Context: an optimization exercise on an open-source flow, tuned for small area and a short achievable clock period. The choices shown serve that exercise and are no tape-out recipe. In this exercise RTL edits were held to simulation tests only and were not proved equivalent to the original. Power figures rest on the tool's default switching activity, not on a simulated workload.

<file path="flow/run.sh">
#!/bin/bash
# synth_recipe.tcl (not shown) runs the flow's synth.tcl, then flattens the netlist and writes it again
# the make line also repeats each setting of config.mk as NAME=value (left out here)
make -C /OpenROAD-flow-scripts/flow DESIGN_CONFIG=/design/flow/config.mk WORK_HOME=/design/flow/orfs CLKGATE_MAP_FILE= SYNTH_SCRIPT=/design/flow/synth_recipe.tcl finish
</file>
<file path="flow/config.mk">
export PLATFORM = sky130hd
export DESIGN_NAME = vecProcessor
export DESIGN_NICKNAME = vecProcessor
export VERILOG_FILES = /design/flow/design.v
export SDC_FILE = /design/flow/constraint.sdc
export NUM_CORES = 4
export LEC_CHECK = 0
export CAP_MARGIN = 20
export CORE_MARGIN = 2
export CORE_UTILIZATION = 55
export CTS_CLUSTER_DIAMETER = 90
export CTS_CLUSTER_SIZE = 25
export SETUP_SLACK_MARGIN = 2.1
export SLEW_MARGIN = 20
export TNS_END_PERCENT = 5
</file>
<file path="flow/constraint.sdc">
create_clock -name core_clock -period 4.7 [get_ports {clk}]
set_input_delay 0.9400 -clock core_clock [delete_from_list [all_inputs] [get_ports {clk}]]
set_output_delay 0.9400 -clock core_clock [all_outputs]
set_load 0.01 [all_outputs]
</file>
<file path="flow/design.v">
`default_nettype none
package vecProcPkg;
    typedef logic [8-1:0] laneT;
    typedef logic [4*8-1:0] vecT;
    typedef logic [15:0] instrT;
    typedef logic [$clog2(256)-1:0] pcT;
    typedef logic [3:0] regSelT;
    typedef logic [12:0] cinstrT;
    typedef struct packed {
        regSelT rd;
        vecT    data;
    } retireT;
endpackage
`default_nettype wire
`timescale 1ns/1ps
`default_nettype none
module fetchStage (
    input  logic  clk,
    input  logic  arstN,
    input  logic  run,
    input  logic  imemWe,
    input  vecProcPkg::pcT    imemAddr,
    input  vecProcPkg::instrT imemData,
    input  logic  pcWrite,
    input  vecProcPkg::pcT    pcTarget,
    output vecProcPkg::cinstrT fdInstr,
    output logic  fdValid
);
    localparam int D = 256;
    vecProcPkg::cinstrT wData;
    vecProcPkg::cinstrT fdGroup [4];
    logic [3:0] fdSel;
    vecProcPkg::pcT pc;
    logic [3:0] op;
    logic [2:0] a, b, mn, mx;
    logic le;
    assign op = imemData[15:12];
    assign a = {imemData[11], imemData[9:8]};
    assign b = {imemData[7], imemData[5:4]};
    assign le = (a <= b);
    assign mn = le ? a : b;
    assign mx = le ? b : a;
    logic isAlu, isLi, isLd, isSt, isJb, swapAB, keepAB;
    assign isLi = (op == 4'd6);
    assign isLd = (op == 4'd7);
    assign isSt = (op == 4'd8);
    assign isJb = (op == 4'd10) || (op == 4'd11);
    assign isAlu = (op >= 4'd1) && (op <= 4'd5);
    assign keepAB = (op == 4'd2) || ((op == 4'd5) && (a == b));
    assign swapAB = (op == 4'd4) || (op == 4'd5);
    always_comb begin
        wData[12] = isLi;
        if (isLi) begin
            wData[11:10] = imemData[11:10];
        end else if (keepAB) begin
            wData[11:10] = 2'd2;
        end else if (op == 4'd1 || op == 4'd5) begin
            wData[11:10] = 2'd0;
        end else if (op == 4'd3 || op == 4'd4) begin
            wData[11:10] = 2'd1;
        end else begin
            wData[11:10] = 2'd3;
        end
        if (isLi || isJb) begin
            wData[9:4] = imemData[5:0];
        end else if (isLd) begin
            wData[9:4] = {imemData[2:0], imemData[10:8]};
        end else if (isSt) begin
            wData[9:4] = {imemData[2:0], a};
        end else if (keepAB) begin
            wData[9:4] = {a, b};
        end else if (swapAB) begin
            wData[9:4] = {mx, mn};
        end else if (isAlu || op == 4'd9) begin
            wData[9:4] = {mn, mx};
        end else begin
            wData[9:4] = 6'b001000;
        end
        if (isLi) begin
            wData[3:0] = imemData[9:6];
        end else if (isAlu) begin
            wData[3:0] = imemData[3:0];
        end else if (isLd) begin
            wData[3:0] = {2'b10, imemData[11], imemData[3]};
        end else if (isSt) begin
            wData[3:0] = {3'b110, imemData[3]};
        end else if (isJb) begin
            wData[3:0] = {1'b0, op[0], imemData[7:6]};
        end else begin
            wData[3:0] = 4'hf;
        end
    end
    vecProcPkg::cinstrT imem [D];
    always_ff @(posedge clk) begin
        if (imemWe) begin
            imem[imemAddr] <= wData;
        end
    end
    always_ff @(posedge clk or negedge arstN) begin
        if (!arstN) begin
            pc <= '0;
        end else if (run) begin
            if (pcWrite) begin
                pc <= pcTarget;
            end else begin
                pc <= pc + vecProcPkg::pcT'(1);
            end
        end
    end
    always_ff @(posedge clk or negedge arstN) begin
        if (!arstN) begin
            fdValid <= 1'b0;
        end else if (run) begin
            fdValid <= 1'b1;
        end
    end
    localparam int NCOPY = 8;
    logic [3:0] grpSel [NCOPY];
    for (genvar r = 0; r < NCOPY; r++) begin : gCopy
        always_ff @(posedge clk or negedge arstN) begin
            if (!arstN) begin
                grpSel[r] <= 4'b0001;
            end else if (run) begin
                if (pcWrite) begin
                    grpSel[r] <= 4'b0001 << pcTarget[3:2];
                end else if (&pc[1:0]) begin
                    grpSel[r] <= {grpSel[r][2:0], grpSel[r][3]};
                end
            end
        end
    end
    vecProcPkg::cinstrT blkGrp [16][4];
    always_comb begin
        for (int blk = 0; blk < 16; blk++) begin
            for (int k = 0; k < 4; k++) begin
                blkGrp[blk][k] = '0;
                for (int g = 0; g < 4; g++) begin
                    blkGrp[blk][k] = blkGrp[blk][k]
                        | ({13{grpSel[blk/2][g]}} & imem[blk*16 + g*4 + k]);
                end
            end
        end
    end
    logic [15:0] blkSel;
    vecProcPkg::cinstrT grpWord [4];
    always_comb begin
        for (int blk = 0; blk < 16; blk++) begin
            blkSel[blk] = (pc[7:4] == 4'(blk));
        end
        for (int k = 0; k < 4; k++) begin
            grpWord[k] = '0;
            for (int blk = 0; blk < 16; blk++) begin
                grpWord[k] = grpWord[k] | ({13{blkSel[blk]}} & blkGrp[blk][k]);
            end
        end
    end
    always_ff @(posedge clk) begin
        if (run) begin
            for (int k = 0; k < 4; k++) begin
                fdGroup[k] <= grpWord[k];
            end
            fdSel <= 4'b0001 << pc[1:0];
        end
    end
    assign fdInstr = ({13{fdSel[0]}} & fdGroup[0]) | ({13{fdSel[1]}} & fdGroup[1])
                   | ({13{fdSel[2]}} & fdGroup[2]) | ({13{fdSel[3]}} & fdGroup[3]);
endmodule
`default_nettype wire
`timescale 1ns/1ps
`default_nettype none
module decoderStage (
    input  vecProcPkg::cinstrT instr,
    input  logic         valid,
    output logic [2:0]   rsA,
    output logic [2:0]   rsB,
    output logic         regWrite,
    output logic         memWrite,
    output logic         setFlags,
    output logic         isJump,
    output logic         isBranch,
    output logic [2:0]   kind,
    output vecProcPkg::regSelT rd,
    output vecProcPkg::laneT   imm
);
    logic isLi, misc, alu, le;
    logic isLd, isSt;
    logic [1:0] slot;
    assign rsA = instr[9:7];
    assign rsB = instr[6:4];
    assign slot = instr[11:10];
    assign isLi = instr[12];
    assign misc = !instr[12] && (slot == 2'd3);
    assign alu = !instr[12] && (slot != 2'd3);
    assign le = (rsA <= rsB);
    assign imm = {instr[1:0], instr[9:4]};
    assign isLd = misc && (instr[3:2] == 2'd2);
    assign isSt = misc && (instr[3:1] == 3'b110);
    assign regWrite = valid && (alu || isLi || isLd);
    assign memWrite = valid && isSt;
    assign setFlags = valid && misc && (instr[3:0] == 4'hf) && le;
    assign isJump = valid && misc && (instr[3:2] == 2'd0);
    assign isBranch = valid && misc && (instr[3:2] == 2'd1);
    always_comb begin
        if (isLi) begin
            kind = 3'd5;
        end else if (misc) begin
            kind = isLd ? 3'd6 : 3'd7;
        end else begin
            case (slot)
                2'd0: kind = le ? 3'd0 : 3'd4;
                2'd1: kind = le ? 3'd2 : 3'd3;
                default: kind = 3'd1;
            endcase
        end
    end
    always_comb begin
        if (isLi) begin
            rd = {instr[11:10], instr[3:2]};
        end else if (misc) begin
            rd = {imm[7], imm[2:0]};
        end else begin
            rd = instr[3:0];
        end
    end
endmodule
`default_nettype wire
`timescale 1ns/1ps
`default_nettype none
module regFile (
    input  logic   clk,
    input  logic [2:0] rsA,
    input  logic [2:0] rsB,
    output vecProcPkg::vecT    op1,
    output vecProcPkg::vecT    op2,
    input  logic   we,
    input  vecProcPkg::regSelT wsel,
    input  vecProcPkg::vecT    wdata
);
    vecProcPkg::laneT sReg [4];
    vecProcPkg::vecT  vReg [4];
    assign op1 = rsA[2] ? vReg[rsA[1:0]] : vecProcPkg::vecT'(sReg[rsA[1:0]]);
    assign op2 = rsB[2] ? vReg[rsB[1:0]] : vecProcPkg::vecT'(sReg[rsB[1:0]]);
    always_ff @(posedge clk) begin
        if (we) begin
            if (wsel[3]) begin
                vReg[wsel[1:0]] <= wdata;
            end else begin
                sReg[wsel[1:0]] <= wdata[8-1:0];
            end
        end
    end
endmodule
`default_nettype wire
`timescale 1ns/1ps
`default_nettype none
module executeStage (
    input  logic  clk,
    input  logic  arstN,
    input  logic  run,
    input  logic  regWrite,
    input  logic  memWrite,
    input  logic  setFlags,
    input  logic  isJump,
    input  logic  isBranch,
    input  logic [6:0] sel,
    input  logic  sub,
    input  logic  keepHi,
    input  vecProcPkg::regSelT rd,
    input  vecProcPkg::laneT   imm,
    input  vecProcPkg::vecT    op1,
    input  vecProcPkg::vecT    op2,
    output logic [3:0] dAddr,
    input  vecProcPkg::vecT    dData,
    output logic  ewRw,
    output logic  ewMw,
    output logic  ewJv,
    output logic [7:0] ewF,
    output vecProcPkg::vecT ewVal
);
    localparam int W = 8;
    logic zFlag;
    logic fwd;
    vecProcPkg::vecT aluRes, val;
    logic [7:0] fNext;
    always_comb begin
        vecProcPkg::laneT x;
        vecProcPkg::laneT y;
        for (int i = 0; i < 4; i++) begin
            x = op1[i*W +: W];
            y = op2[i*W +: W];
            aluRes[i*W +: W] = ({W{sel[0]}} & (x + y + vecProcPkg::laneT'(sub)))
                             | ({W{sel[1]}} & (x & y))
                             | ({W{sel[2]}} & (x | y))
                             | ({W{sel[3]}} & (x ^ y))
                             | ({W{sel[4]}} & imm)
                             | ({W{sel[6]}} & y);
        end
    end
    assign dAddr = imm[6:3];
    assign fwd = ewMw && (ewF[3:0] == dAddr);
    always_comb begin
        val = aluRes | ({32{sel[5] && fwd}} & ewVal)
                     | ({32{sel[5] && !fwd}} & dData);
        if (!keepHi) begin
            val[4*W-1:W] = '0;
        end
    end
    always_comb begin
        if (isJump || isBranch) begin
            fNext = imm;
        end else if (memWrite) begin
            fNext = {4'd0, imm[6:3]};
        end else begin
            fNext = {4'd0, rd};
        end
    end
    always_ff @(posedge clk or negedge arstN) begin
        if (!arstN) begin
            zFlag <= 1'b0;
        end else if (run && setFlags) begin
            zFlag <= (op1[W-1:0] == op2[W-1:0]);
        end
    end
    always_ff @(posedge clk or negedge arstN) begin
        if (!arstN) begin
            ewRw <= 1'b0;
            ewMw <= 1'b0;
            ewJv <= 1'b0;
        end else if (run) begin
            ewRw <= regWrite;
            ewMw <= memWrite;
            ewJv <= isJump || (isBranch && zFlag);
        end
    end
    always_ff @(posedge clk) begin
        if (run) begin
            ewF <= fNext;
            ewVal <= val;
        end
    end
endmodule
`default_nettype wire
`timescale 1ns/1ps
`default_nettype none
module writebackStage (
    input  logic   clk,
    input  logic   run,
    input  logic   ewRw,
    input  logic   ewMw,
    input  logic   ewJv,
    input  logic [7:0] ewF,
    input  vecProcPkg::vecT ewVal,
    input  logic [3:0] dAddr,
    output vecProcPkg::vecT dData,
    output logic   we,
    output logic   pcWrite,
    output logic   retireValid,
    output vecProcPkg::retireT retire
);
    vecProcPkg::vecT dmem [16];
    always_ff @(posedge clk) begin
        if (run && ewMw) begin
            dmem[ewF[3:0]] <= ewVal;
        end
    end
    assign dData = dmem[dAddr];
    assign we = run && ewRw;
    assign pcWrite = run && ewJv;
    assign retireValid = we;
    assign retire = {ewF[3:0], ewVal};
endmodule
`default_nettype wire
`timescale 1ns/1ps
`default_nettype none
module vecProcessor (
    input  logic   clk,
    input  logic   arstN,
    input  logic   run,
    input  logic   imemWe,
    input  vecProcPkg::pcT     imemAddr,
    input  vecProcPkg::instrT  imemData,
    output logic   retireValid,
    output vecProcPkg::retireT retire
);
    vecProcPkg::cinstrT fdInstr;
    logic   fdValid;
    logic [2:0] rsA, rsB;
    vecProcPkg::vecT    op1, op2;
    logic   deValid;
    vecProcPkg::cinstrT deInstr;
    logic [6:0] deSel;
    logic   deSub, deKeepHi;
    logic   deRw, deMw, deCmp, deJmp, deBz;
    vecProcPkg::regSelT deRd;
    vecProcPkg::laneT   deImm;
    vecProcPkg::vecT    deOp1, deOp2;
    logic   ewRw, ewMw, ewJv;
    logic [7:0] ewF;
    vecProcPkg::vecT ewVal;
    logic [3:0] dAddr;
    vecProcPkg::vecT dData;
    logic   we;
    logic   pcWrite;
    fetchStage fetchInst (
        .clk      (clk),
        .arstN    (arstN),
        .run      (run),
        .imemWe   (imemWe),
        .imemAddr (imemAddr),
        .imemData (imemData),
        .pcWrite  (pcWrite),
        .pcTarget (ewF),
        .fdInstr  (fdInstr),
        .fdValid  (fdValid)
    );
    assign rsA = fdInstr[9:7];
    assign rsB = fdInstr[6:4];
    logic [2:0] dKind;
    vecProcPkg::regSelT dRd;
    logic [6:0] dSel;
    logic dSub, dKeepHi;
    vecProcPkg::vecT op2x;
    decoderStage predecodeInst (
        .instr    (fdInstr),
        .valid    (1'b1),
        .rsA      (),
        .rsB      (),
        .regWrite (),
        .memWrite (),
        .setFlags (),
        .isJump   (),
        .isBranch (),
        .kind     (dKind),
        .rd       (dRd),
        .imm      ()
    );
    assign dSub = (dKind == 3'd1);
    assign dSel = {dKind == 3'd7, dKind == 3'd6, dKind == 3'd5, dKind == 3'd4,
                   dKind == 3'd3, dKind == 3'd2, dKind <= 3'd1};
    assign dKeepHi = dRd[3] || (dKind == 3'd7);
    assign op2x = op2 ^ {32{dSub}};
    regFile regFileInst (
        .clk   (clk),
        .rsA   (rsA),
        .rsB   (rsB),
        .op1   (op1),
        .op2   (op2),
        .we    (we),
        .wsel  (ewF[3:0]),
        .wdata (ewVal)
    );
    always_ff @(posedge clk or negedge arstN) begin
        if (!arstN) begin
            deValid <= 1'b0;
        end else if (run) begin
            deValid <= fdValid;
        end
    end
    always_ff @(posedge clk) begin
        if (run) begin
            deInstr <= fdInstr;
            deSel <= dSel;
            deSub <= dSub;
            deKeepHi <= dKeepHi;
            deOp1 <= op1;
            deOp2 <= op2x;
        end
    end
    decoderStage decodeInst (
        .instr    (deInstr),
        .valid    (deValid),
        .rsA      (),
        .rsB      (),
        .regWrite (deRw),
        .memWrite (deMw),
        .setFlags (deCmp),
        .isJump   (deJmp),
        .isBranch (deBz),
        .kind     (),
        .rd       (deRd),
        .imm      (deImm)
    );
    executeStage executeInst (
        .clk      (clk),
        .arstN    (arstN),
        .run      (run),
        .regWrite (deRw),
        .memWrite (deMw),
        .setFlags (deCmp),
        .isJump   (deJmp),
        .isBranch (deBz),
        .sel      (deSel),
        .sub      (deSub),
        .keepHi   (deKeepHi),
        .rd       (deRd),
        .imm      (deImm),
        .op1      (deOp1),
        .op2      (deOp2),
        .dAddr    (dAddr),
        .dData    (dData),
        .ewRw     (ewRw),
        .ewMw     (ewMw),
        .ewJv     (ewJv),
        .ewF      (ewF),
        .ewVal    (ewVal)
    );
    writebackStage writebackInst (
        .clk         (clk),
        .run         (run),
        .ewRw        (ewRw),
        .ewMw        (ewMw),
        .ewJv        (ewJv),
        .ewF         (ewF),
        .ewVal       (ewVal),
        .dAddr       (dAddr),
        .dData       (dData),
        .we          (we),
        .pcWrite     (pcWrite),
        .retireValid (retireValid),
        .retire      (retire)
    );
endmodule
`default_nettype wire
</file>
==> results_dict.tcl, run 1 <==
set metrics [dict create \
    reg2reg_to "fetchInst.fdGroup[0][2]$_DFFE_PP_" \
    period_share_pct 63.8 \
    grt-ovfl-total 0 \
    design.core.area_sq_um 291000 \
    syn2layout_area_growth_pct 14.3 \
    postRouteAntennaNets 0 \
    cts_tree "yes" \
    clkTransAtPathRegs_ns 0.10 \
    min_path_type "in -> async" \
    grt_usage_pct 36.5 \
    gp_congestion 0.968 \
    start_util_pct 55.2 \
    final_common_cell "edfxtp_1" \
    cts_root_buf "clkbuf_16" \
    tightest_slew_ns 1.27 \
    setup.worst_path.class "reg -> reg" \
    die_h_um 544 \
    rsz0062_at_grt "true" \
    worst_setup_path_end_kind "register" \
    synthDistinctLibCells 65 \
    cellPowerDensity_nw_per_um2 569 \
    cp.required_ns 5.39 \
    num-nets-final 9568 \
    crit_start "fetchInst.grpSel[4][1]$_DFFE_PN0P_" \
    synth_warnings 10 \
    post-place-ws_ns 0.279 \
    syn_area_sq_um 161000 \
    antenna_found_initial 31 \
    setup_viol 0 \
    fin_ws_ns 1.70 \
    port_buffers 64 \
    cts_buffer_depth 4 \
    fin_setup_tns_ns 0 \
    clock-sinks 4232 \
    synth_seq_cells 4232 \
    drive_gt1_share_pct 21.5 \
    ys_seq_area_share_pct 79.0 \
    fp.dieW_um 544 \
    max_freq_ghz 0.334 \
    first_pass_iters 8 \
    arrival_ns 3.68 \
    syn_inst 8838 \
    final_cell_mix "edfxtp_1, a22o_1, buf_4" \
    async_flop_share_pct 1.09 \
    drt_iter0_drc 16400 \
    clk_latency_ns 0.97 \
    wl_per_cell_um 40.9 \
    drc 0 \
    synth-main-ff-cell "edfxtp_1" \
    htree_levels 4 \
    grt_pass1_wl_um 741000 \
    reg2reg_from "fetchInst.grpSel[4][1]$_DFFE_PN0P_" \
    cap_violations 0 \
    grt_start_max_net_pins 133 \
    vias 96400 \
    dieArea_sq_um 296000 \
    ir_drop_mv 0.496 \
    reg2regPathDepth 6 \
    dpl.hpwl_um 314000 \
    status "timing/DRC/antenna clean" \
    cp_max_fo 22 \
    rows 198 \
    routed_via_density 7.17 \
    grt_pass1_vias 90400 \
    hold_viol 0 \
    cts_made_buffers 193 \
    fin_skew_ns 0.0513 \
    syn-num-nets 8948 \
    slew_headroom_pct 15.1 \
    start_kind "register" \
    drt_wl_total_um 550000 \
    ios 65 \
    reg2reg_setup_slack_ns 1.70 \
    post-route-min-period_ns 3.00 \
    maxSlewViolCount 0 \
    avgSynthCellArea_sq_um 18.2 \
    synth_edf_count 4182 \
    p_leak_nw 58.9 \
]
==> cell usage after synthesis (all sizes together) (3+ instances only) <==
| cell type | instances | area (sq um) |
|---|---|---|
| o21a | 3 | 22.5 |
| nand2b | 20 | 125 |
| a22o | 840 | 7360 |
| a211oi | 8 | 65.1 |
| o22ai | 453 | 2830 |
| o221ai | 4 | 35.0 |
| or2 | 4 | 25.0 |
| dfxtp | 4 | 80.1 |
| nand3 | 71 | 355 |
| o21ai | 105 | 526 |
| a31oi | 6 | 37.5 |
| edfxtp | 4182 | 126000 |
| mux2i | 21 | 210 |
| clkinv | 7 | 26.3 |
| buf | 62 | 340 |
| a221oi | 875 | 7670 |
| nor2b | 19 | 119 |
| clkbuf | 571 | 2140 |
| xor2 | 16 | 140 |
| a221o | 4 | 40.0 |
| a22oi | 31 | 233 |
| inv | 125 | 469 |
| and3 | 4 | 25.0 |
| and2 | 36 | 225 |
| fa | 8 | 160 |
| mux4 | 205 | 4620 |
| o211ai | 14 | 105 |
| nor4 | 110 | 688 |
| dfstp | 8 | 210 |
| ha | 74 | 926 |
| nand2 | 297 | 1120 |
| nand4 | 12 | 75.1 |
| a21o | 5 | 37.5 |
| o2111ai | 6 | 52.6 |
| o2bb2ai | 6 | 52.6 |
| a21oi | 92 | 460 |
| nor3 | 36 | 180 |
| o21bai | 5 | 37.5 |
| mux2 | 23 | 259 |
| xnor2 | 41 | 359 |
| dfrtp | 38 | 951 |
| nor2 | 366 | 1380 |
| a222oi | 6 | 60.1 |
==> how the worst max path moves through the flow <==
stage,to,cells after the start,slack (ns)
final,fetchInst.fdGroup[0][2]$_DFFE_PP_,6,1.70
after global routing,fetchInst.imem[14][0]$_DFFE_PP_,7,1.81
after CTS,executeInst.ewVal[13]$_SDFFCE_PN0P_,6,1.74
after detailed placement,fetchInst.imem[111][9]$_DFFE_PP_,10,0.28
after global placement,fetchInst.imem[11][9]$_DFFE_PP_,9,0.27
after floorplan,fetchInst.imem[0][7]$_DFFE_PP_,7,-5.40
==> cells by family after synthesis <==
group,share of synthesized area (%)
DFF,79.0
AOI/OAI and AO/OA,12.3
and+or+nand+nor,2.73
buffers and inverters,1.86
muxes,3.17
adders and majority gates,0.676
xor gates and xnor gates,0.311
==> sequential cells by signal, summed over array words and instances, names as in the netlist, 7 cells and up, named ones only <==
register            cells
regFileInst.vReg      128
executeInst.ewVal      32
deInstr                13
regFileInst.sReg       32
executeInst.ewF         8
writebackInst.dmem    512
fetchInst.fdGroup      52
deSel                   7
fetchInst.pc            8
deOp1                  32
deOp2                  32
fetchInst.imem       3328
fetchInst.grpSel       32
==> report_power, final <==
| group | switching, W | internal [W] | leakage (nW) |
|---|---|---|---|
| clock | 0.0114 | 0.00777 | 2.56 |
| combinational | 0.0255 | 0.0135 | 17.7 |
| sequential | 0.00178 | 0.0446 | 38.7 |
| total | 0.0386 | 0.0659 | 58.9 |
==> per-stage QoR <==
| step | hold WS, ns | instance area, sq um | utilization, % | total power (W) | std cells |
|---|---|---|---|---|---|
| detailed placement | 0.473 | 170000 | 58.7 | 0.0775 | 12900 |
| global placement | 0.449 | 170000 | 58.7 | 0.0771 | 12900 |
| floorplan | 0.431 | 161000 | - | 0.0634 | 8838 |
| CTS | 0.0737 | 182000 | 62.7 | 0.102 | 13400 |
| finish | 0.129 | 183000 | 63.1 | 0.104 | 13400 |
| global route | 0.136 | 183000 | 63.1 | 0.106 | 13400 |
==> repair_timing <==
| item | in CTS | in global routing |
|---|---|---|
| resized for setup | 659 | 116 |
| hold buffers | 0 | 0 |
| setup buffers | 255 | 31 |
| gates cloned | 15 | 2 |
| pin swaps | 51 | 15 |
| setup endpoints to repair | 3829 | 3363 |
==> critical path, cell delays in order, from the launching register on <==
cell and delay (ns):
dfrtp_4 0.67, buf_4 0.32, a22o_1 0.23, a221oi_1 0.64, o22ai_1 0.19, nor4_1 0.55
nand2_1 0.12
==> per-layer routing <==
metal	share of wire, %	global-route usage (%)
met3	12	8.99
met5	0.044	0
met1	35	48.1
met2	45	55.6
met4	7.3	21.3
==> area by class of cell <==
| cell class | instances | area (sq um) |
|---|---|---|
| sequential | 4232 | 127000 |
| inverter | 132 | 513 |
| timing repair buffer | 1052 | 10900 |
| fill | 20300 | 107000 |
| clock inverter | 19 | 169 |
| antenna | 15 | 37.5 |
| multi-input combinational | 3847 | 34900 |
| tap | 3900 | 4880 |
| clock buffer | 234 | 5090 |
==> run 2: changes to the inputs <==
--- a/flow/config.mk
+++ b/flow/config.mk
@@ -8,8 +8,7 @@
 export CAP_MARGIN = 20
 export CORE_MARGIN = 2
 export CORE_UTILIZATION = 55
-export CTS_CLUSTER_DIAMETER = 90
-export CTS_CLUSTER_SIZE = 25
-export SETUP_SLACK_MARGIN = 2.1
+export CTS_CLUSTER_DIAMETER = 100
+export CTS_CLUSTER_SIZE = 28
+export SETUP_SLACK_MARGIN = 2.0
 export SLEW_MARGIN = 20
-export TNS_END_PERCENT = 5
==> results_dict.tcl, run 2 <==
set metrics [dict create \
    status "timing/DRC/antenna clean" \
    hold_viol 0 \
    clk_latency_ns 0.95 \
    grt-ovfl-total 0 \
    async_flop_share_pct 1.09 \
    start_util_pct 55.2 \
    synth.most_common_cell "edfxtp_1" \
    ir_drop_mv 0.508 \
    worst_setup_path_end_kind "register" \
    syn_area_sq_um 161000 \
    gp_congestion 0.968 \
    synth_top_family_by_area "compound AO/OA/AOI/OAI gates" \
    cp_max_fo 7 \
    final_common_cell "edfxtp_1" \
    first_pass_iters 9 \
    grt_pass1_wl_um 739000 \
    drc 0 \
    grt_start_max_net_pins 133 \
    synth_xor_area_share_pct 0.311 \
    cap_violations 0 \
    fp.dieW_um 544 \
    die_h_um 544 \
    ys_seq_area_share_pct 79.0 \
    cpPeakStageDelay_ns 0.80 \
    synth_area_leaders "edfxtp_1, a221oi_1, a22o_1" \
    routed_via_density 7.15 \
    post-route-min-period_ns 2.88 \
    design.core.area_sq_um 291000 \
    clock-sinks 4232 \
    regMostFlops "fetchInst.imem" \
    drt_iter0_drc 16800 \
    post-synth-top-area-cell "edfxtp_1" \
    syn2layout_area_growth_pct 14.4 \
    drt_wl_total_um 549000 \
    reg2regPathDepth 6 \
    p_leak_nw 59.0 \
    fin_setup_tns_ns 0 \
    rows 198 \
    slew_headroom_pct 13.9 \
    dieArea_sq_um 296000 \
    reg2reg_to "fetchInst.fdGroup[1][3]$_DFFE_PP_" \
    drive_gt1_share_pct 21.9 \
    crit_chain "buf_4 -> a22o_1 -> a221oi_1 -> o22ai_1 -> nor4_1 -> nand2_1" \
    avgSynthCellArea_sq_um 18.2 \
    setup_viol 0 \
    start_kind "register" \
    busiest_layer "met2" \
    antenna_found_initial 26 \
    grt_use_met3_pct 8.36 \
    synthAdderAreaFrac_pct 0.676 \
    setup.worst_path.class "reg -> reg" \
    slowest_stage "a221oi_1" \
    synthMuxAreaShare_pct 3.17 \
    synth_seq_cells 4232 \
    clkTransAtPathRegs_ns 0.11 \
    rsz0062_at_grt "true" \
    largest_reg_flops 3328 \
    cts_tree "yes" \
    vias 96000 \
    port_buffers 64 \
    grt_use_met1_pct 48.0 \
    cp.required_ns 5.33 \
    synth-compound-area-share_pct 12.3 \
    postRouteAntennaNets 0 \
    arrival_ns 3.51 \
    max_freq_ghz 0.348 \
    cellPowerDensity_nw_per_um2 565 \
    synthTopCellsByCount "edfxtp_1, a221oi_1, a22o_1, clkbuf_1, o22ai_1" \
    cts_root_buf "clkbuf_16" \
    hold_ws_ns 0.142 \
    fin_util_pct 63.2 \
    synth_warnings 10 \
    synthDistinctLibCells 65 \
    wl_per_cell_um 40.9 \
    grtUsageMet2_pct 56.1 \
    num-nets-final 9580 \
    fin_skew_ns 0.0620 \
    grt_usage_pct 36.4 \
    htree_levels 4 \
    min_path_type "in -> async" \
    ios 65 \
    reg2reg_setup_slack_ns 1.82 \
    dpl.hpwl_um 314000 \
    period_share_pct 61.2 \
    cts_buffer_depth 4 \
    yosys.area_share.simple_pct 2.73 \
    grt_pass1_vias 90200 \
    synth-main-ff-cell "edfxtp_1" \
    reg2reg_from "fetchInst.grpSel[2][1]$_DFFE_PN0P_" \
    tightest_slew_ns 1.28 \
    nFillCells 20300 \
    synth_edf_count 4182 \
    syn-num-nets 8948 \
    netlist.area_leader.share_pct 78.2 \
    final_cell_mix "edfxtp_1, a22o_1, buf_4" \
    maxSlewViolCount 0 \
    syn_inst 8838 \
    cts_made_buffers 174 \
]
[run 2: how the worst max path moves through the flow]
stage,startpoint,endpoint,cells past startpoint
2_1_floorplan,imemData[8],fetchInst.imem[0][7]$_DFFE_PP_,7
3_3_place_gp,imemData[11],fetchInst.imem[11][9]$_DFFE_PP_,9
3_5_place_dp,imemData[8],fetchInst.imem[111][9]$_DFFE_PP_,10
4_1_cts,executeInst.ewVal[11]$_SDFFCE_PN0P_,retire[11],1
5_1_grt,deSub$_DFFE_PP_,executeInst.ewVal[28]$_SDFFCE_PN0P_,10
6_report,fetchInst.grpSel[2][1]$_DFFE_PN0P_,fetchInst.fdGroup[1][3]$_DFFE_PP_,6
[run 2: logic make-up (layout without fill, tap and decap cells)]
| group | after synthesis | count (layout) |
|---|---|---|
| other | 0 | 13 |
| buffers and inverters | 765 | 1435 |
| and+or+nand+nor | 983 | 987 |
| adders and majority gates | 82 | 82 |
| muxes | 249 | 249 |
| DFF | 4232 | 4232 |
| xor gates and xnor gates | 57 | 57 |
| AOI/OAI and AO/OA | 2470 | 2470 |
[run 2: cell type report]
| cell class | instances | area [sq um] | share of cell area, % |
|---|---|---|---|
| Tap cell | 3900 | 4880 | 2.66 |
| Antenna cell | 13 | 32.5 | 0.0177 |
| Sequential cell | 4232 | 127000 | 69.1 |
| Multi-Input combinational cell | 3845 | 35100 | 19.1 |
| Clock inverter | 12 | 90.1 | 0.0491 |
| Clock buffer | 206 | 4600 | 2.51 |
| Inverter | 132 | 510 | 0.278 |
| Timing Repair Buffer | 1085 | 11400 | 6.22 |
[run 2: per-stage QoR]
step | setup slack, ns | power, W | cell area [sq um] | std cells
global route | 1.88 | 0.106 | 184000 | 13400
CTS | 1.75 | 0.101 | 182000 | 13300
finish | 1.82 | 0.104 | 184000 | 13400
global placement | 0.272 | 0.0771 | 170000 | 12900
floorplan | -5.40 | 0.0634 | 161000 | 8838
detailed placement | 0.279 | 0.0775 | 170000 | 12900
[run 2: timing repair]
action | in CTS | in global routing
resized for setup | 600 | 213
gates cloned | 16 | 12
hold buffers | 0 | 0
pin swaps | 37 | 46
setup buffers | 254 | 51
endpoints found under the setup margin | 3018 | 2096
[run 2: power by group]
part / internal, W / switching (W) / total (W) / leakage [nW]
clock: 0.00702 / 0.0111 / 0.0182 / 2.29
sequential: 0.0446 / 0.00177 / 0.0463 / 38.7
combinational: 0.0138 / 0.0254 / 0.0392 / 18.1
[run 2: critical path, delay by kind of cell, from the launching register on]
kind	cells	cell delay (ns)
AND/OR/NAND/NOR	2	0.55
flip-flops	1	0.61
buffers and inverters	1	0.25
AO/OA/AOI/OAI	3	1.19
[run 2: layer usage]
metal / wire [um] / vias up
met5: 319 / -
met4: 36400 / 10
met3: 65400 / 1144
met2: 253000 / 6672
met1: 194000 / 50000
li1: - / 38200
==> run 3: changes to the inputs <==
--- a/flow/design.v
+++ b/flow/design.v
@@ -32,64 +32,41 @@
     logic [3:0] fdSel;
     vecProcPkg::pcT pc;
     logic [3:0] op;
-    logic [2:0] a, b, mn, mx;
-    logic le;
+    logic [2:0] a, b;
     assign op = imemData[15:12];
     assign a = {imemData[11], imemData[9:8]};
     assign b = {imemData[7], imemData[5:4]};
-    assign le = (a <= b);
-    assign mn = le ? a : b;
-    assign mx = le ? b : a;
-    logic isAlu, isLi, isLd, isSt, isJb, swapAB, keepAB;
+    logic isLi, isLd, isSt, isJb, isNop, isAlu;
+    logic minFirst, maxFirst, inOrder, slot1, slot2, gt, lt, swap;
     assign isLi = (op == 4'd6);
     assign isLd = (op == 4'd7);
     assign isSt = (op == 4'd8);
     assign isJb = (op == 4'd10) || (op == 4'd11);
+    assign isNop = (op == 4'd0) || (op >= 4'd12);
     assign isAlu = (op >= 4'd1) && (op <= 4'd5);
-    assign keepAB = (op == 4'd2) || ((op == 4'd5) && (a == b));
-    assign swapAB = (op == 4'd4) || (op == 4'd5);
-    always_comb begin
-        wData[12] = isLi;
-        if (isLi) begin
-            wData[11:10] = imemData[11:10];
-        end else if (keepAB) begin
-            wData[11:10] = 2'd2;
-        end else if (op == 4'd1 || op == 4'd5) begin
-            wData[11:10] = 2'd0;
-        end else if (op == 4'd3 || op == 4'd4) begin
-            wData[11:10] = 2'd1;
-        end else begin
-            wData[11:10] = 2'd3;
-        end
-        if (isLi || isJb) begin
-            wData[9:4] = imemData[5:0];
-        end else if (isLd) begin
-            wData[9:4] = {imemData[2:0], imemData[10:8]};
-        end else if (isSt) begin
-            wData[9:4] = {imemData[2:0], a};
-        end else if (keepAB) begin
-            wData[9:4] = {a, b};
-        end else if (swapAB) begin
-            wData[9:4] = {mx, mn};
-        end else if (isAlu || op == 4'd9) begin
-            wData[9:4] = {mn, mx};
-        end else begin
-            wData[9:4] = 6'b001000;
-        end
-        if (isLi) begin
-            wData[3:0] = imemData[9:6];
-        end else if (isAlu) begin
-            wData[3:0] = imemData[3:0];
-        end else if (isLd) begin
-            wData[3:0] = {2'b10, imemData[11], imemData[3]};
-        end else if (isSt) begin
-            wData[3:0] = {3'b110, imemData[3]};
-        end else if (isJb) begin
-            wData[3:0] = {1'b0, op[0], imemData[7:6]};
-        end else begin
-            wData[3:0] = 4'hf;
-        end
-    end
+    assign minFirst = (op == 4'd1) || (op == 4'd3) || (op == 4'd9);
+    assign maxFirst = (op == 4'd4) || (op == 4'd5);
+    assign inOrder = (op == 4'd2);
+    assign gt = (a > b);
+    assign lt = (a < b);
+    assign swap = (minFirst && gt) || (maxFirst && lt);
+    assign slot1 = (op == 4'd3) || (op == 4'd4);
+    assign slot2 = inOrder || ((op == 4'd5) && !gt && !lt);
+    assign wData[12] = isLi;
+    assign wData[11:10] = ({2{isLi}} & imemData[11:10]) | ({2{slot2}} & 2'd2)
+                        | ({2{slot1}} & 2'd1) | ({2{!isLi && !isAlu}} & 2'd3);
+    assign wData[9:4] = ({6{(minFirst || maxFirst || inOrder) && !swap}} & {a, b})
+                      | ({6{swap}} & {b, a})
+                      | ({6{isLi || isJb}} & imemData[5:0])
+                      | ({6{isLd}} & {imemData[2:0], imemData[10:8]})
+                      | ({6{isSt}} & {imemData[2:0], a})
+                      | ({6{isNop}} & 6'b001000);
+    assign wData[3:0] = ({4{isLi}} & imemData[9:6])
+                      | ({4{isAlu}} & imemData[3:0])
+                      | ({4{isLd}} & {2'b10, imemData[11], imemData[3]})
+                      | ({4{isSt}} & {3'b110, imemData[3]})
+                      | ({4{isJb}} & {1'b0, op[0], imemData[7:6]})
+                      | ({4{isNop || op == 4'd9}} & 4'hf);
     vecProcPkg::cinstrT imem [D];
     always_ff @(posedge clk) begin
         if (imemWe) begin
==> flow/config.mk (replaced) <==
export PLATFORM = sky130hd
export DESIGN_NAME = vecProcessor
export DESIGN_NICKNAME = vecProcessor
export VERILOG_FILES = /design/flow/design.v
export SDC_FILE = /design/flow/constraint.sdc
export NUM_CORES = 4
export LEC_CHECK = 0
export CAP_MARGIN = 10
export CORE_MARGIN = 2
export CORE_UTILIZATION = 65
export CTS_CLUSTER_DIAMETER = 90
export CTS_CLUSTER_SIZE = 25
export SETUP_SLACK_MARGIN = 2.2
export SLEW_MARGIN = 10
==> results_dict.tcl, run 3 <==
set metrics [dict create \
    status "timing/DRC/antenna clean" \
    final_common_cell "edfxtp_1" \
    synthDistinctLibCells 64 \
    start_kind "register" \
    fp.dieW_um 501 \
    die_h_um 501 \
    wirelength_met1_um 187000 \
    rsz0062_at_grt "true" \
    vias 106000 \
    port_buffers 64 \
    num-nets-final 10100 \
    post-route-min-period_ns 3.00 \
    start_util_pct 65.3 \
    slew_headroom_pct 20.7 \
    hold_viol 0 \
    cp_top_family "compound AO/OA/AOI/OAI gates" \
    fin_ws_ns 1.70 \
    gp_congestion 0.936 \
    multi_input_area_sq_um 40100 \
    post-place-ws_ns 0.255 \
    netlist.area_leader.share_pct 78.2 \
    drc 0 \
    register_area_sq_um 127000 \
    synthTopCellsByCount "edfxtp_1, a221oi_1, a22o_1, clkbuf_1, o22ai_1" \
    dieArea_sq_um 251000 \
    slowest_stage "nor4_2" \
    worst_setup_path_end_kind "register" \
    setup_viol 0 \
    crit_chain "buf_4 -> buf_16 -> a22o_1 -> a221oi_1 -> o22ai_1 -> nor4_2 -> nand2_1" \
    avgSynthCellArea_sq_um 18.2 \
    clkTransAtPathRegs_ns 0.11 \
    dpl.hpwl_um 293000 \
    largest_reg_flops 3328 \
    syn2layout_area_growth_pct 24.1 \
    wl_met2_um 265000 \
    synth.most_common_cell "edfxtp_1" \
    design.core.area_sq_um 246000 \
    cap_violations 0 \
    cts_root_buf "clkbuf_16" \
    postRouteAntennaNets 0 \
    period_share_pct 63.9 \
    grt-ovfl-total 0 \
    syn-num-nets 8910 \
    ir_drop_mv 0.521 \
    synth_area_leaders "edfxtp_1, a221oi_1, a22o_1" \
    grt_pass1_wl_um 785000 \
    grt_start_max_net_pins 137 \
    wl_per_cell_um 46.2 \
    p_leak_nw 65.6 \
    async_flop_share_pct 1.09 \
    top_layer "met5" \
    drt_iter0_drc 21800 \
    post-synth-top-area-cell "edfxtp_1" \
    drt_wl_total_um 614000 \
    htree_levels 4 \
    nFillCells 11700 \
    routed_via_density 7.96 \
    cts_buffer_depth 3 \
    reg2reg_setup_slack_ns 1.70 \
    tightest_slew_ns 1.18 \
    grt_usage_pct 46.2 \
    cts_made_buffers 188 \
    synth_seq_cells 4232 \
    final_cell_mix "edfxtp_1, a22o_1, buf_4" \
    synth_edf_count 4182 \
    drive_gt1_share_pct 31.8 \
    syn_area_sq_um 161000 \
    arrival_ns 3.64 \
    route.met3.wl_um 101000 \
    setup.worst_path.class "reg -> reg" \
    maxSlewViolCount 0 \
    cpPeakStageDelay_ns 0.52 \
    regMostFlops "fetchInst.imem" \
    synth-main-ff-cell "edfxtp_1" \
    hold_buffers 0 \
    ys_seq_area_share_pct 79.0 \
    ios 65 \
    cp.required_ns 5.34 \
    cp_num_buf_inv 2 \
    min_path_type "in -> async" \
    syn_inst 8800 \
    cellPowerDensity_nw_per_um2 573 \
    clk_latency_ns 0.94 \
    cp_max_fo 26 \
    synth_warnings 10 \
    rows 182 \
    grt_pass1_vias 96100 \
    cts_tree "yes" \
    max_freq_ghz 0.333 \
    fin_skew_ns 0.0361 \
    clock-sinks 4232 \
    antenna_found_initial 42 \
    hold_ws_ns 0.0487 \
    first_pass_iters 9 \
]
## run 3: cell count changes in the layout (fill, tap and decap cells not counted), moves of 59 or more
cell      previous run  this run
o22ai_2             40       176
a221oi_4            52       185
buf_16              19       207
a221oi_1           552       300
o22ai_1            412       247
buf_6               28       136
buf_12             179       289
buf_4              765       824
a221oi_2           271       387
## run 3: routing by layer
layer / vias up / GRT usage, %
li1: 39400 / -
met1: 52900 / 58.4
met2: 10800 / 67.2
met3: 2589 / 15.9
met4: 33 / 33.0
met5: - / 0.270
## run 3: layout make-up
class                           count  share of cell area (%)
Antenna cell                       39                  0.0490
Clock buffer                      221                    2.49
Clock inverter                     15                   0.108
Inverter                          126                   0.254
Multi-Input combinational cell   3820                    20.1
Sequential cell                  4232                    63.7
Tap cell                         3220                    2.02
Timing Repair Buffer             1619                    11.2
## run 3: cells by family (layout without fill, tap and decap cells)
logic type               count (synthesis)  after routing  share of synthesized area (%)
other                                    0             39                              0
AO/OA/AOI/OAI                         2460           2460                           12.3
buffers and inverters                  758           1981                           1.90
XOR/XNOR                                56             56                          0.306
flip-flops                            4232           4232                           79.0
multiplexers                           246            246                           3.18
AND/OR/NAND/NOR                        966            976                           2.67
adder cells (fa/ha/maj)                 82             82                          0.677
## run 3: path summary, 6_finish.rpt
| path | start | to | depth (start not counted) |
|---|---|---|---|
| max reg2reg | fetchInst.grpSel[0][0]$_DFFE_PN1P_ | fetchInst.fdGroup[1][7]$_DFFE_PP_ | 7 |
| max | fetchInst.grpSel[0][0]$_DFFE_PN1P_ | fetchInst.fdGroup[1][7]$_DFFE_PP_ | 7 |
| min in group core_clock | run | executeInst.ewVal[29]$_SDFFCE_PN0P_ | 1 |
| min reg2reg | fetchInst.fdValid$_DFFE_PN0P_ | fetchInst.fdValid$_DFFE_PN0P_ | 1 |
| min | arstN | fetchInst.grpSel[3][1]$_DFFE_PN0P_ | 1 |
| max in group asynchronous | arstN | fetchInst.pc[7]$_DFFE_PN0P_ | 1 |
## run 3: power breakdown
group	total, W	internal, W	leakage, nW	switching (W)
Sequential	0.0459	0.0444	38.6	0.00144
Clock	0.0190	0.00756	2.53	0.0114
Combinational	0.0493	0.0191	24.5	0.0302
Total	0.114	0.0711	65.6	0.0430
## run 3: repair_timing
| action | 4_1_cts | 5_1_grt |
|---|---|---|
| gates cloned | 179 | 59 |
| pin swaps | 151 | 197 |
| gates resized for setup | 1517 | 656 |
| endpoints found under the setup margin | 5929 | 2520 |
| buffers inserted | 479 | 173 |
## run 3: through the flow
step / util (%) / setup TNS (ns) / cell area, sq um / instances / total power, W
global route: 81.0 / 0 / 199000 / 13300 / 0.115
finish: 81.1 / 0 / 199000 / 13300 / 0.114
floorplan: - / -7937.53 / 161000 / 8800 / 0.0628
CTS: 78.2 / 0 / 192000 / 13000 / 0.106
global placement: 69.0 / 0 / 169000 / 12100 / 0.0750
detailed placement: 69.0 / 0 / 169000 / 12100 / 0.0755
## run 3: worst reg2reg max path: stages, from the launching register on
cell and delay (ns):
dfstp_4 0.51, buf_4 0.16, buf_16 0.22, a22o_1 0.27, a221oi_1 0.38, o22ai_1 0.39
nor4_2 0.52, nand2_1 0.25
==> run 4: changes to the inputs <==
==> flow/config.mk (replaced) <==
export PLATFORM = sky130hd
export DESIGN_NAME = vecProcessor
export DESIGN_NICKNAME = vecProcessor
export VERILOG_FILES = /design/flow/design.v
export SDC_FILE = /design/flow/constraint.sdc
export NUM_CORES = 4
export LEC_CHECK = 0
export CAP_MARGIN = 20
export CORE_MARGIN = 2
export CORE_UTILIZATION = 50
export CTS_CLUSTER_DIAMETER = 90
export CTS_CLUSTER_SIZE = 25
export SETUP_SLACK_MARGIN = 2.1
export SLEW_MARGIN = 20
==> results_dict.tcl, run 4 <==
set metrics [dict create \
    fin_skew_ns 0.0954 \
    drc 0 \
    slew_headroom_pct 17.5 \
    synthAdderAreaFrac_pct 0.677 \
    syn_inst 8800 \
    first_pass_iters 6 \
    ys_seq_area_share_pct 79.0 \
    min_path_type "in -> async" \
    synthMuxAreaShare_pct 3.18 \
    period_share_pct 59.6 \
    synth-compound-area-share_pct 12.3 \
    num-nets-final 9670 \
    htree_levels 4 \
    synth_xor_area_share_pct 0.306 \
    die_h_um 571 \
    reg2reg_from "fetchInst.grpSel[7][3]$_DFFE_PN0P_" \
    tightest_slew_ns 1.23 \
    vias 97200 \
    cap_violations 0 \
    dieArea_sq_um 326000 \
    cts_tree "yes" \
    antenna_found_initial 34 \
    drt_wl_total_um 553000 \
    largest_reg_flops 3328 \
    avgSynthCellArea_sq_um 18.2 \
    grt_pass1_vias 90600 \
    postRouteAntennaNets 0 \
    synth_seq_cells 4232 \
    max_freq_ghz 0.357 \
    arrival_ns 3.48 \
    syn-num-nets 8910 \
    netlist.area_leader.share_pct 78.2 \
    cp_max_fo 25 \
    fin_util_pct 58.7 \
    start_util_pct 50.1 \
    synthTopCellsByCount "edfxtp_1, a221oi_1, a22o_1, clkbuf_1, o22ai_1" \
    gp_congestion 0.907 \
    wl_per_cell_um 39.7 \
    hold_viol 0 \
    final_cell_mix "edfxtp_1, a22o_1, buf_4" \
    hold_ws_ns 0.0821 \
    rows 208 \
    grt_usage_pct 32.6 \
    drt_iter0_drc 16200 \
    cts_buffer_depth 4 \
    reg2reg_setup_slack_ns 1.98 \
    synth_top_family_by_area "compound AO/OA/AOI/OAI gates" \
    synth_area_leaders "edfxtp_1, a221oi_1, a22o_1" \
    cellPowerDensity_nw_per_um2 560 \
    cp.required_ns 5.38 \
    yosys.area_share.simple_pct 2.67 \
    syn_area_sq_um 161000 \
    reg2regPathDepth 7 \
    synth_edf_count 4182 \
    routed_via_density 6.97 \
    cts_root_buf "clkbuf_16" \
    grt-ovfl-total 0 \
    cts_made_buffers 195 \
    setup_viol 0 \
    synth-main-ff-cell "edfxtp_1" \
    post-synth-top-area-cell "edfxtp_1" \
    async_flop_share_pct 1.09 \
    grt_pass1_wl_um 735000 \
    final_common_cell "edfxtp_1" \
    dpl.hpwl_um 302000 \
    clkTransAtPathRegs_ns 0.10 \
    fp.dieW_um 571 \
    synth_warnings 10 \
    ir_drop_mv 0.524 \
    maxSlewViolCount 0 \
    design.core.area_sq_um 320000 \
    regMostFlops "fetchInst.imem" \
    port_buffers 64 \
    synthDistinctLibCells 64 \
    ios 65 \
    drive_gt1_share_pct 24.6 \
    clock-sinks 4232 \
    hold_buffers 0 \
    rsz0062_at_grt "true" \
    post-route-min-period_ns 2.80 \
    grt_start_max_net_pins 141 \
    clk_latency_ns 0.99 \
    syn2layout_area_growth_pct 17.2 \
    worst_setup_path_end_kind "register" \
    start_kind "primary input" \
    nFillCells 23200 \
    reg2reg_to "fetchInst.fdGroup[0][10]$_DFFE_PP_" \
    status "timing/DRC/antenna clean" \
    p_leak_nw 60.7 \
    synth.most_common_cell "edfxtp_1" \
    setup.worst_path.class "in -> reg" \
]
run 4: cell counts after synthesis:
No cell type changed its count.
run 4: per-stage QoR:
step,setup TNS [ns],total power (W),area (sq um),cells,worst slack [ns]
3_3_place_gp,0,0.0756,171000,13200,0.234
2_1_floorplan,-7937.53,0.0628,161000,8800,-4.90
3_5_place_dp,0,0.0761,171000,13200,0.258
5_1_grt,0,0.107,188000,13900,1.91
6_report,0,0.105,188000,13900,1.90
4_1_cts,0,0.102,184000,13800,1.93
run 4: how the worst max path moves through the flow:
| stage | start | endpoint | slack (ns) | cells after the start |
|---|---|---|---|---|
| global placement | imemData[5] | fetchInst.imem[207][5]$_DFFE_PP_ | 0.23 | 11 |
| global route | imemData[8] | fetchInst.imem[51][4]$_DFFE_PP_ | 1.91 | 12 |
| CTS | executeInst.ewVal[1]$_DFFE_PP_ | retire[1] | 1.93 | 1 |
| finish | imemData[7] | fetchInst.imem[51][4]$_DFFE_PP_ | 1.90 | 12 |
| floorplan | imemData[15] | fetchInst.imem[0][0]$_DFFE_PP_ | -4.90 | 5 |
| detailed placement | imemData[9] | fetchInst.imem[199][5]$_DFFE_PP_ | 0.26 | 10 |
run 4: layer usage:
| layer | share of wire (%) | track usage, % | wire length (um) | vias up |
|---|---|---|---|---|
| li1 | - | - | - | 38500 |
| met5 | 0.013 | 0 | 71 | - |
| met1 | 36 | 43.6 | 198000 | 50800 |
| met3 | 12 | 7.08 | 65600 | 1198 |
| met4 | 6.6 | 16.5 | 36300 | 10 |
| met2 | 46 | 50.7 | 253000 | 6717 |
run 4: layout make-up:
cell class              instances  area (sq um)  area share (%)
flip-flops and latches       4232        127000            67.5
inverters                     126           505           0.269
diodes                         15          37.5          0.0200
clock buffers                 248          5220            2.77
clock inverters                17           215           0.114
repair buffers               1189         13400            7.14
multi-input cells            3816         36300            19.3
well taps                    4305          5390            2.86
run 4: worst max-delay path: stages:
cell	delay, ns
buf_2	0.14
inv_2	0.08
ha_4	0.29
nand3_4	0.12
and3_4	0.21
o21ai_4	0.07
nand3_4	0.12
a311o_1	0.38
a221o_4	0.53
buf_12	0.19
clkbuf_16	0.18
buf_12	0.17
run 4: power breakdown:
group          switching, W  total, W  internal, W
Sequential          0.00155    0.0460       0.0444
Combinational        0.0254    0.0400       0.0146
Clock                0.0115    0.0195      0.00795
run 4: cell families (layout without fill, tap and decap cells):
family,count (synthesis),count (layout)
flops,4232,4232
compound gates,2460,2462
simple gates,966,970
buf+inv,758,1580
mux,246,246
fa+ha+maj,82,82
xor+xnor,56,56
other cells,0,15
run 4: repair_timing:
item / in CTS / in global routing
setup buffers: 293 / 56
endpoints found under the setup margin: 3240 / 2352
gates resized for setup: 830 / 361
pin swaps: 65 / 102
gates cloned: 13 / 67
==> run 5: changes to the inputs <==
--- a/flow/config.mk
+++ b/flow/config.mk
@@ -7,8 +7,8 @@
 export LEC_CHECK = 0
 export CAP_MARGIN = 20
 export CORE_MARGIN = 2
-export CORE_UTILIZATION = 50
-export CTS_CLUSTER_DIAMETER = 90
-export CTS_CLUSTER_SIZE = 25
+export CORE_UTILIZATION = 55
+export CTS_CLUSTER_DIAMETER = 100
+export CTS_CLUSTER_SIZE = 30
 export SETUP_SLACK_MARGIN = 2.1
 export SLEW_MARGIN = 20
==> results_dict.tcl, run 5 <==
set metrics [dict create \
    setup.worst_path.class "reg -> reg" \
    slew_headroom_pct 18.4 \
    netlist.area_leader.share_pct 78.2 \
    final_cell_area_sq_um 187000 \
    arrival_ns 3.37 \
    cts_root_buf "clkbuf_16" \
    crit_chain "buf_6 -> a22o_1 -> a221oi_1 -> o22ai_1 -> nor4_2 -> nand2_1" \
    ir_drop_mv 0.653 \
    synth-main-ff-cell "edfxtp_1" \
    largest_reg_flops 3328 \
    tightest_slew_ns 1.22 \
    final_common_cell "edfxtp_1" \
    routed_via_density 7.19 \
    ys_seq_area_share_pct 79.0 \
    post-synth-top-area-cell "edfxtp_1" \
    design.core.area_sq_um 291000 \
    cellPowerDensity_nw_per_um2 555 \
    synth.most_common_cell "edfxtp_1" \
    grt-ovfl-total 0 \
    setup_viol 0 \
    syn-num-nets 8910 \
    finalPower_w 0.104 \
    slowest_stage "dfstp_4" \
    post-route-min-period_ns 2.73 \
    worst_setup_path_end_kind "register" \
    start_util_pct 55.2 \
    antenna_found_initial 34 \
    num-nets-final 9603 \
    synth_area_leaders "edfxtp_1, a221oi_1, a22o_1" \
    nFillCells 19700 \
    hold_ws_ns 0.185 \
    drive_gt1_share_pct 24.2 \
    p_leak_nw 60.1 \
    synth_edf_count 4182 \
    synthTopCellsByCount "edfxtp_1, a221oi_1, a22o_1, clkbuf_1, o22ai_1" \
    status "timing/DRC/antenna clean" \
    wl_per_cell_um 40.8 \
    grt_usage_pct 36.0 \
    drc 0 \
    syn2layout_area_growth_pct 16.3 \
    cap_violations 0 \
    dpl.hpwl_um 298000 \
    drt_wl_total_um 549000 \
    cp.required_ns 5.34 \
    fin_skew_ns 0.0438 \
    syn_inst 8800 \
    fp.dieW_um 544 \
    vias 96700 \
    final_cell_mix "edfxtp_1, a22o_1, buf_4" \
    cp_max_fo 38 \
    synth_seq_cells 4232 \
    grt_pass1_wl_um 733000 \
    async_flop_share_pct 1.09 \
    cts_made_buffers 165 \
    fin_util_pct 64.2 \
    rows 198 \
    maxSlewViolCount 0 \
    grt_pass1_vias 91200 \
    cpPeakStageDelay_ns 0.57 \
    clk_latency_ns 0.95 \
    regMostFlops "fetchInst.imem" \
    synth_warnings 10 \
    placed_cell_area_sq_um 170000 \
    max_freq_ghz 0.366 \
    first_pass_iters 9 \
    synthDistinctLibCells 64 \
    dieArea_sq_um 296000 \
    cts_tree "yes" \
    hold_viol 0 \
    die_h_um 544 \
    gp_congestion 0.933 \
    port_buffers 64 \
    clock-sinks 4232 \
    avgSynthCellArea_sq_um 18.2 \
    ios 65 \
    grt_start_max_net_pins 127 \
    postRouteAntennaNets 0 \
    period_share_pct 58.1 \
    start_kind "register" \
    rsz0062_at_grt "true" \
    clkTransAtPathRegs_ns 0.12 \
    syn_area_sq_um 161000 \
    cts_buffer_depth 4 \
    htree_levels 4 \
    min_path_type "in -> async" \
    drt_iter0_drc 16400 \
]
[run 5: critical path, delay by kind of cell, from the launching register on]
family	cells	cell delay, ns
flip-flops	1	0.57
buffers and inverters	1	0.25
AO/OA/AOI/OAI	3	0.81
AND/OR/NAND/NOR	2	0.75
[run 5: report_power, final]
group | internal [W] | switching, W | leakage [nW]
clock | 0.00677 | 0.0111 | 2.20
sequential | 0.0444 | 0.00163 | 38.6
combinational | 0.0147 | 0.0250 | 19.4
[run 5: path summary, 6_finish.rpt]
check,cells after the start,slack (ns),start,endpoint
worst max register to register,6,1.97,fetchInst.grpSel[6][0]$_DFFE_PN1P_,fetchInst.fdGroup[1][1]$_DFFE_PP_
worst min register to register,1,0.47,fetchInst.fdValid$_DFFE_PN0P_,fetchInst.fdValid$_DFFE_PN0P_
max in group asynchronous,2,3.85,arstN,fetchInst.grpSel[0][1]$_DFFE_PN0P_
worst min-delay path,2,0.19,arstN,fetchInst.grpSel[7][3]$_DFFE_PN0P_
worst max-delay path,6,1.97,fetchInst.grpSel[6][0]$_DFFE_PN1P_,fetchInst.fdGroup[1][1]$_DFFE_PP_
min in group core_clock,1,0.43,run,deOp1[23]$_SDFFCE_PP0P_
[run 5: what timing repair did]
| item | in CTS | in global routing |
|---|---|---|
| buffers inserted | 300 | 55 |
| hold buffers | 0 | 0 |
| resized for setup | 957 | 269 |
| pin swaps | 91 | 88 |
| setup endpoints to repair | 4762 | 2574 |
| hold endpoints to repair | 0 | 0 |
| gates cloned | 35 | 39 |
[run 5: logic make-up after synthesis]
group / synth area share, %
compound gates: 12.3
xor+xnor: 0.306
fa+ha+maj: 0.677
buf+inv: 1.90
flops: 79.0
mux: 3.18
simple gates: 2.67
[run 5: final cells by class]
type,count,area (sq um),area share (%)
flip-flops and latches,4232,127000,68.0
multi-input cells,3820,36600,19.6
repair buffers,1148,13100,7.03
well taps,3900,4880,2.61
clock buffers,194,4370,2.34
inverters,126,504,0.270
clock inverters,14,150,0.0805
diodes,17,42.5,0.0228
[run 5: metrics by stage]
stage                      TNS, ns  setup WS [ns]  std cells
after floorplan           -7937.53          -4.90       8800
after global placement           0          0.193      12800
after detailed placement         0          0.241      12800
after CTS                        0           1.90      13300
after global routing             0           2.01      13400
final                            0           1.97      13500
[run 5: per-layer routing]
metal	share of wire (%)	wire, um	up-vias	GRT usage (%)
met1	35	193000	50400	47.6
met5	0.059	321	-	0
met4	6.7	36900	20	18.6
met2	46	255000	6829	56.8
met3	12	64000	1205	7.46
li1	-	-	38300	-
==> run 6: changes to the inputs <==
--- a/flow/config.mk
+++ b/flow/config.mk
@@ -9,6 +9,7 @@
 export CORE_MARGIN = 2
 export CORE_UTILIZATION = 55
 export CTS_CLUSTER_DIAMETER = 100
-export CTS_CLUSTER_SIZE = 30
+export CTS_CLUSTER_SIZE = 28
+export PLACE_DENSITY = 0.7
 export SETUP_SLACK_MARGIN = 2.1
 export SLEW_MARGIN = 20
==> results_dict.tcl, run 6 <==
set metrics [dict create \
    start_kind "primary input" \
    cts_root_buf "clkbuf_16" \
    p_leak_nw 60.3 \
    vias 99200 \
    switching_share_pct 36.1 \
    final_common_cell "edfxtp_1" \
    drt_wl_total_um 537000 \
    syn_inst 8800 \
    post-place-ws_ns 0.155 \
    final_cell_area_sq_um 186000 \
    grt-ovfl-total 0 \
    start_util_pct 55.2 \
    antenna_found_initial 21 \
    crit_start "imemData[5]" \
    fp.dieW_um 544 \
    htree_levels 4 \
    grt_pass1_vias 92700 \
    reg2regPathDepth 7 \
    reg2reg_setup_slack_ns 1.88 \
    ir_drop_mv 0.486 \
    gp_congestion 0.959 \
    reg2reg_from "fetchInst.grpSel[6][1]$_DFFE_PN0P_" \
    cellPowerDensity_nw_per_um2 548 \
    synth_edf_count 4182 \
    post-route-min-period_ns 2.89 \
    syn2layout_area_growth_pct 16.1 \
    crit_end "fetchInst.imem[131][9]$_DFFE_PP_" \
    intPower_w 0.0653 \
    cp.required_ns 5.39 \
    drc 0 \
    fin_ws_ns 1.81 \
    dieArea_sq_um 296000 \
    multi_input_area_sq_um 34900 \
    max_freq_ghz 0.346 \
    synth-main-ff-cell "edfxtp_1" \
    syn-num-nets 8910 \
    synth_area_leaders "edfxtp_1, a221oi_1, a22o_1" \
    worst_setup_path_end_kind "register" \
    clock-sinks 4232 \
    design.core.area_sq_um 291000 \
    cap_violations 0 \
    drt_iter0_drc 19100 \
    rows 198 \
    post-synth-top-area-cell "edfxtp_1" \
    power.switching_w 0.0368 \
    dpl.hpwl_um 288000 \
    grt_pass1_wl_um 722000 \
    ys_seq_area_share_pct 79.0 \
    maxSlewViolCount 0 \
    rsz0062_at_grt "true" \
    drive_gt1_share_pct 22.6 \
    fin_skew_ns 0.105 \
    grt_usage_pct 35.0 \
    cts_tree "yes" \
    avgSynthCellArea_sq_um 18.2 \
    status "timing/DRC/antenna clean" \
    routed_via_density 7.35 \
    first_pass_iters 7 \
    synthTopCellsByCount "edfxtp_1, a221oi_1, a22o_1, clkbuf_1, o22ai_1" \
    p_clk_share_pct 18.1 \
    crit_chain "buf_8 -> inv_4 -> ha_4 -> nor2b_4 -> o21a_4 -> or4_4 -> nand3_4 -> buf_6 -> nor2_4 -> buf_4 -> buf_6 -> a221o_4 -> buf_16 -> buf_16" \
    arrival_ns 3.57 \
    die_h_um 544 \
    slew_headroom_pct 25.1 \
    cp_max_fo 15 \
    cts_buffer_depth 4 \
    clkTransAtPathRegs_ns 0.12 \
    num-nets-final 9653 \
    grt_start_max_net_pins 128 \
    clk_latency_ns 0.99 \
    placed_cell_area_sq_um 170000 \
    min_path_type "in -> async" \
    hold_viol 0 \
    slowest_stage "a221o_4" \
    cpPeakStageDelay_ns 0.48 \
    tightest_slew_ns 1.12 \
    period_share_pct 61.4 \
    hold_ws_ns 0.111 \
    fin_setup_tns_ns 0 \
    syn_area_sq_um 161000 \
    final_cells 13500 \
    setup_viol 0 \
    reg2reg_to "fetchInst.fdGroup[0][12]$_DFFE_PP_" \
    cts_made_buffers 180 \
    netlist.area_leader.share_pct 78.2 \
    port_buffers 64 \
    pwr-share-seq_pct 45.3 \
    synth_warnings 10 \
    async_flop_share_pct 1.09 \
    setup.worst_path.class "in -> reg" \
    final_cell_mix "edfxtp_1, a22o_1, buf_4" \
    synth.most_common_cell "edfxtp_1" \
    postRouteAntennaNets 0 \
    wl_per_cell_um 39.8 \
    register_area_sq_um 127000 \
    nFillCells 19000 \
    dp_cells 12800 \
    ios 65 \
    synth_seq_cells 4232 \
    regMostFlops "fetchInst.imem" \
    pwr-share-comb_pct 36.6 \
    synthDistinctLibCells 64 \
    largest_reg_flops 3328 \
]
[run 6: cell count changes in the layout (fill, tap and decap cells not counted), sizes merged, moves of 3 or more]
cell          delta
buf             +35
clkbuf          +25
bufbuf           -8
dlymetal6s2s     +6
a221o            +5
clkinvlp         -5
inv              +3
nand2            -3
[run 6: power by group through the flow]
stage               clock (W)  sequential [W]  combinational (W)
finish                 0.0185          0.0463             0.0374
CTS                    0.0183          0.0463             0.0339
detailed placement          0          0.0497             0.0249
global route           0.0195          0.0463             0.0379
global placement            0          0.0495             0.0245
floorplan                   0          0.0464             0.0165
[run 6: repair_timing]
item	in CTS	in global routing
pin swaps	41	66
buffers inserted	308	64
setup endpoints to repair	3215	3552
hold buffers	0	0
cloned	77	41
resized for setup	684	333
[run 6: per-stage QoR]
step	power [W]	utilization (%)
floorplan	0.0628	-
global placement	0.0740	58.4
detailed placement	0.0747	58.4
CTS	0.0985	63.0
global route	0.104	64.1
finish	0.102	64.1
[run 6: worst min path at each step]
stage                                              from                                 end  slack, ns  depth (start not counted)
final                                             arstN  fetchInst.grpSel[3][1]$_DFFE_PN0P_       0.11                          2
after global routing                              arstN  fetchInst.grpSel[3][1]$_DFFE_PN0P_       0.14                          2
after CTS                                         arstN  fetchInst.grpSel[5][3]$_DFFE_PN0P_       0.12                          2
after detailed placement  fetchInst.fdValid$_DFFE_PN0P_       fetchInst.fdValid$_DFFE_PN0P_       0.46                          1
after global placement    fetchInst.fdValid$_DFFE_PN0P_       fetchInst.fdValid$_DFFE_PN0P_       0.45                          1
after floorplan           fetchInst.fdValid$_DFFE_PN0P_       fetchInst.fdValid$_DFFE_PN0P_       0.43                          1
[run 6: cell families after synthesis]
group                    Yosys count  synth area share (%)
flip-flops                      4232                  79.0
AO/OA/AOI/OAI                   2460                  12.3
buffers and inverters            758                  1.90
AND/OR/NAND/NOR                  966                  2.67
adder cells (fa/ha/maj)           82                 0.677
multiplexers                     246                  3.18
XOR/XNOR                          56                 0.306
[run 6: critical path, delay by kind of cell]
kind            cells  cell delay [ns]
buf+inv             7             0.98
fa+ha+maj           1             0.19
simple gates        4             0.73
compound gates      2             0.70
[run 6: layout make-up]
cell class,instances,share of cell area (%)
antenna,15,0.0201
clock inverter,13,0.138
inverter,126,0.258
multi-input combinational,3823,18.7
timing repair buffer,1180,7.63
sequential,4232,68.1
clock buffer,218,2.50
tap,3900,2.62
[run 6: layer usage]
layer	track usage (%)	up-vias	share of wire (%)
met4	21.0	12	7.8
met3	10.6	1736	16
met5	0	-	0.013
li1	-	38400	-
met2	52.8	9060	44
met1	45.0	50100	32

[static timing again, ports no longer ideal]
No port has a modelled driver above. Below, the same layouts with a new extraction and two added sets of constraints.
Step 1 (the two cells are an assumption about what drives the block):
set clk [get_ports {clk}]
set_driving_cell -lib_cell sky130_fd_sc_hd__clkbuf_16 $clk
set_driving_cell -lib_cell sky130_fd_sc_hd__buf_2 [delete_from_list [all_inputs] $clk]
Step 2 moves the port delays by t, midway between the first and last clock arrival at a register: inputs arrive t later, outputs are due t later. That takes back most of the time a late clock gives input paths.
Three values: ideal, step 1, step 2; two values: the first two.
| run | shift t [ns] | setup WS [ns] | worst hold slack (ns) | worst setup path after step 2 | worst slew at a driven data input, ns |
|---|---|---|---|---|---|
| run 1 | 1.049 | 1.702 / 1.702 / 0.685 | 0.129 / 0.042 / 0.502 | input to register | 0.18 |
| run 2 | 1.030 | 1.825 / 1.825 / 0.841 | 0.142 / 0.052 / 0.503 | input to register | 0.17 |
| run 3 | 1.024 | 1.695 / 1.695 / 0.809 | 0.049 / 0.173 / 0.479 | input to register | 0.22 |
| run 4 | 1.046 | 1.901 / 1.972 / 0.926 | 0.082 / 0.158 / 0.509 | input to register | 0.19 |
| run 5 | 1.034 | 1.971 / 1.956 / 1.045 | 0.185 / 0.091 / 0.475 | input to register | 0.15 |
| run 6 | 1.023 | 1.813 / 1.857 / 0.834 | 0.111 / 0.045 / 0.489 | input to register | 0.23 |
After both steps every run listed still meets setup and hold. The setup slack of run 1, which loses most, moves by 0.000 ns with the drivers and by -1.017 ns with both steps.
